This design comes from an exercise in tuning for small area and a short achievable clock period on the open sky130 flow, not from production work. The RTL was checked by simulation tests, not by an equivalence proof against the original design. Power and IR drop assume default switching activity.

before:
==> flow/design.v (excerpt) <==
module aixh_mxc_upper_hchain
#(
    parameter int               NTILE         = 8,
    parameter int               CWIDTH        = 32,
    parameter int               DWIDTH        = 64,
    parameter int               FIFO_DEPTH    = 4,
    parameter logic [NTILE-1:0] REPEATER_MASK = 8'b10101010
) (
    input  logic                      aixh_core_clk2x,
    input  logic                      aixh_core_rstn,
    input  logic                      i_fwd_vld,
    input  logic [CWIDTH-1:0]         i_fwd_cmd,
    output logic [NTILE-1:0]          o_tile_cmd_vld,
    output logic [NTILE*CWIDTH-1:0]   o_tile_cmd,
    input  logic [NTILE-1:0]          i_tile_bwd_vld,
    input  logic [NTILE*DWIDTH-1:0]   i_tile_bwd_dat,
    output logic                      o_bwd_vld,
    output logic [DWIDTH-1:0]         o_bwd_dat,
    output logic [$clog2(NTILE)-1:0]  o_bwd_tid,
    input  logic                      i_bwd_rdy,
    output logic [NTILE-1:0]          o_ovf,
    input  logic                      i_ovf_clr
);
    localparam int TIDW = $clog2(NTILE);
    logic              tile_vld [NTILE];
  ...
Size in the first run: about 4300 cells after synthesis, about 2400 flip-flops.
export LEC_CHECK = 0
export CAP_MARGIN = 20
export CORE_MARGIN = 2
export CORE_UTILIZATION = 55
export CTS_CLUSTER_DIAMETER = 100
export CTS_CLUSTER_SIZE = 25
export SETUP_SLACK_MARGIN = 2.8
export SLEW_MARGIN = 20
export SYNTH_HIERARCHICAL = 1
export SYNTH_MINIMUM_KEEP_SIZE = 0
create_clock -name core_clock -period 5.5 [get_ports {aixh_core_clk2x}]
standard.sh (not shown) runs the stock make flow with config.mk's settings and CLKGATE_MAP_FILE= SYNTH_SCRIPT=/design/flow/synth_recipe.tcl, a recipe that flattens the netlist after the stock synthesis.
==> flow/flow/run.sh <==
#!/bin/bash
# Standard ORFS layout, except that the port buffers buffer_ports inserts are
# plain sky130_fd_sc_hd__buf_1 cells instead of the resizer's default pick
# (a slow clkdlybuf4s50 delay cell). Every port still gets its own buffer;
# timing repair may upsize it later as usual.
set -euo pipefail
export BUFFER_PORTS_ARGS="-buffer_cell sky130_fd_sc_hd__buf_1"
bash standard.sh finish > flow.log 2>&1
The final layout from before, which completed every stage, passed the timing, DRC and antenna checks at the end of the flow.
Here is what was changed in the inputs of after compared with before.
- SETUP_SLACK_MARGIN changed from 2.8 to 2.9
-- flow/flow/run.sh --
<<< before, line 3
# plain sky130_fd_sc_hd__buf_1 cells instead of the resizer's default pick
>>> after, line 3
# plain sky130_fd_sc_hd__buf_2 cells instead of the resizer's default pick
<<< before, line 7
export BUFFER_PORTS_ARGS="-buffer_cell sky130_fd_sc_hd__buf_1"
>>> after, line 7
export BUFFER_PORTS_ARGS="-buffer_cell sky130_fd_sc_hd__buf_2"
Notes after the runs:
after: all stages complete, timing, DRC and antenna checks passed
before reports its path category of the worst min-delay check as reg2reg while after reports in2async.
Compared with before, after shows a critical path depth in cells that is 2 higher.
The clock-pin slew of the registers on the worst-case setup and hold paths on before is in line with that on after.
after vs before — routed wire length dropped by a little under 10%
after -> before: synthesized area delta 0, exact match
Count of clock-buffer cells in the layout ended up 1.0% higher on after than on before.
Row number of ordinary and repair buffers in the finished layout: after higher / before lower
Signed area change from the synthesized netlist to the final layout in after is 1.8 points above before.
Cmp before and after / least setup slack across all paths after layout / higher: after
The first element of the critical path comes out g_bwd[3].u_fifo.rsel[3] in one run and g_bwd[2].u_fifo.rsel[1] in the other, namely in after and before respectively.
Design area: after worse than before
Diff before -> after: number of top-level pins level, maximum clock rate moved up.

* * *

Another version of the RTL of aixh_mxc_upper_hchain (not shown whole).
Size: roughly 4300 cells after synthesis, about 2400 flip-flops, about 900 I/O pins, about 84000 um^2 of cells after synthesis.
Settings: LEC_CHECK=0, CAP_MARGIN=20, CORE_MARGIN=2, CORE_UTILIZATION=55, CTS_CLUSTER_DIAMETER=100, CTS_CLUSTER_SIZE=25, SETUP_SLACK_MARGIN=3.0, SLEW_MARGIN=20, SYNTH_HIERARCHICAL=1, SYNTH_MINIMUM_KEEP_SIZE=0; clock period 5.5 ns.
==> flow/flow/run.sh <==
#!/bin/bash
# Standard ORFS layout, except that the port buffers buffer_ports inserts are
# plain sky130_fd_sc_hd__buf_2 cells instead of the resizer's default pick
# (a slow clkdlybuf4s50 delay cell). Every port still gets its own buffer;
# timing repair may upsize it later as usual.
set -euo pipefail
export BUFFER_PORTS_ARGS="-buffer_cell sky130_fd_sc_hd__buf_2"
bash standard.sh finish > flow.log 2>&1
The starting point ran to the end with no violations.
Rerun with:
Settings changed: SETUP_SLACK_MARGIN 3.0 to 2.9.
=>
- The changed run finished clean
- final area falls by about 0.37%
- area after synthesis stays the same
- worst setup slack degrades by 0.37 ns
- total power falls by about 0.6%
- via count drops by 0.83%
- register-to-register slack is worse by 0.37 ns
- wire length drops by about 2.6%
- synthesized cell count is unchanged
- non-clock buffer count drops by 7
- die area stays the same

* * *

aixh_mxc_upper_hchain, a different RTL version from the one above (not shown whole).
For scale: ~4300 cells after synthesis, roughly 2400 flip-flops, roughly 900 I/O pins, ~84000 um^2 of cells after synthesis.
==> flow/config.mk <==
export PLATFORM = sky130hd
export DESIGN_NAME = aixh_mxc_upper_hchain
export DESIGN_NICKNAME = aixh_mxc_upper_hchain
export VERILOG_FILES = /design/flow/design.v
export SDC_FILE = /design/flow/constraint.sdc
export NUM_CORES = 4
export LEC_CHECK = 0
export CAP_MARGIN = 20
export CORE_MARGIN = 2
export CORE_UTILIZATION = 55
export CTS_CLUSTER_DIAMETER = 100
export CTS_CLUSTER_SIZE = 25
export SETUP_SLACK_MARGIN = 3.1
export SLEW_MARGIN = 20
export SYNTH_HIERARCHICAL = 1
export SYNTH_MINIMUM_KEEP_SIZE = 0
==> flow/constraint.sdc <==
create_clock -name core_clock -period 5.5 [get_ports {aixh_core_clk2x}]
set_input_delay 1.1000 -clock core_clock [delete_from_list [all_inputs] [get_ports {aixh_core_clk2x}]]
set_output_delay 1.1000 -clock core_clock [all_outputs]
set_load 0.01 [all_outputs]
==> flow/flow/run.sh <==
#!/bin/bash
# Standard ORFS layout with two changes:
# - the port buffers buffer_ports inserts are plain sky130_fd_sc_hd__buf_2
#   cells instead of the resizer's default pick (a slow clkdlybuf4s50 delay
#   cell); every port still gets its own buffer;
# - flow/pre_resize.tcl, run at the start of the post-placement resize step,
#   upsizes the drivers of the FIFO write enables and the reload-enable copies.
# Each tool's output goes to the logs ORFS writes, and make's to flow.log.
set -euo pipefail
export BUFFER_PORTS_ARGS="-buffer_cell sky130_fd_sc_hd__buf_2"
export PRE_RESIZE_TCL="$PWD/flow/pre_resize.tcl"
bash standard.sh finish > flow.log 2>&1
==> flow/flow/pre_resize.tcl <==
# Sourced by ORFS at the start of its post-placement resize step
# (PRE_RESIZE_TCL). The gates that drive the FIFO write enables (16 enable
# pins each) and the copies of the slot reload enable (a dozen loads each)
# come out of synthesis at their smallest size; they are made the 4x
# version of the same cell here, as is the flip-flop out_vld that feeds the
# reload-enable copies. Detailed placement legalizes them later, as
# it does every cell the resizer changes.
set upsized 0
foreach pattern {*u_we.y load_fifo* load_sel* load_hold load_en out_vld} {
  foreach net [get_nets -quiet $pattern] {
    foreach pin [get_pins -quiet -of_objects $net -filter "direction==output"] {
      set inst [get_cells -of_objects $pin]
      set ref [get_property $inst ref_name]
      if {[regexp {^(sky130_fd_sc_hd__[a-z0-9]+)_[0-9]+$} $ref -> base]} {
        set big ${base}_4
        if {$big ne $ref && [get_lib_cells -quiet */$big] ne ""} {
          replace_cell $inst $big
          incr upsized
        }
      }
    }
  }
}
puts "pre_resize: upsized $upsized enable drivers"
The baseline finished clean.
Then changed:
- SETUP_SLACK_MARGIN: 3.1 -> 3.0
Result:
- power is about the same
- global-route usage fell by 0.20 points
- clock skew rose by 5.0 ps
- setup slack got worse by 63 ps
- cell count is about the same
- die area does not change
- sequential power hardly moves
- design area fell by 1.4%
- fmax fell by 2.4%
- sequential share of layout area rose by 0.80 points

==> re-timing with driven ports <==
In the flow no input, the clock included, has a driving cell. The finished layouts below were timed again as built, in two steps.
Step 1 (the two cells are an assumption about what drives the block):
set clk [get_ports {aixh_core_clk2x}]
set_driving_cell -lib_cell sky130_fd_sc_hd__clkbuf_16 $clk
set_driving_cell -lib_cell sky130_fd_sc_hd__buf_2 [delete_from_list [all_inputs] $clk]
Step 2, shift: input delay + t, output delay - t, t = (earliest + latest rising clock arrival at the registers) / 2. This alone moves slack from input paths to output paths.
Three values: no drivers, after step 1, after step 2; two values: the first two.
| run | t, ns | setup slack, ns | worst hold slack (ns) |
|---|---|---|---|
| before | 0.841 | 2.685 / 2.685 / 2.073 | 0.367 / 0.367 / 0.367 |
| after | 0.843 | 2.829 / 2.829 / 2.135 | 0.333 / 0.265 / 0.361 |
| the first run of note 2 | 0.835 | 2.945 / 2.926 / 2.145 | 0.247 / 0.199 / 0.356 |
| the second run of note 2 | 0.847 | 2.578 / 2.579 / 1.741 | 0.365 / 0.365 / 0.365 |
| the first run of note 3 | 0.847 | 2.984 / 2.892 / 2.216 | 0.353 / 0.353 / 0.353 |
| the second run of note 3 | 0.816 | 2.921 / 2.921 / 2.192 | 0.350 / 0.350 / 0.350 |
After both steps every run listed still meets setup and hold. For the second run of note 2, which loses most, drivers alone change the setup slack by +0.001 ns; drivers and shift together by -0.837 ns.
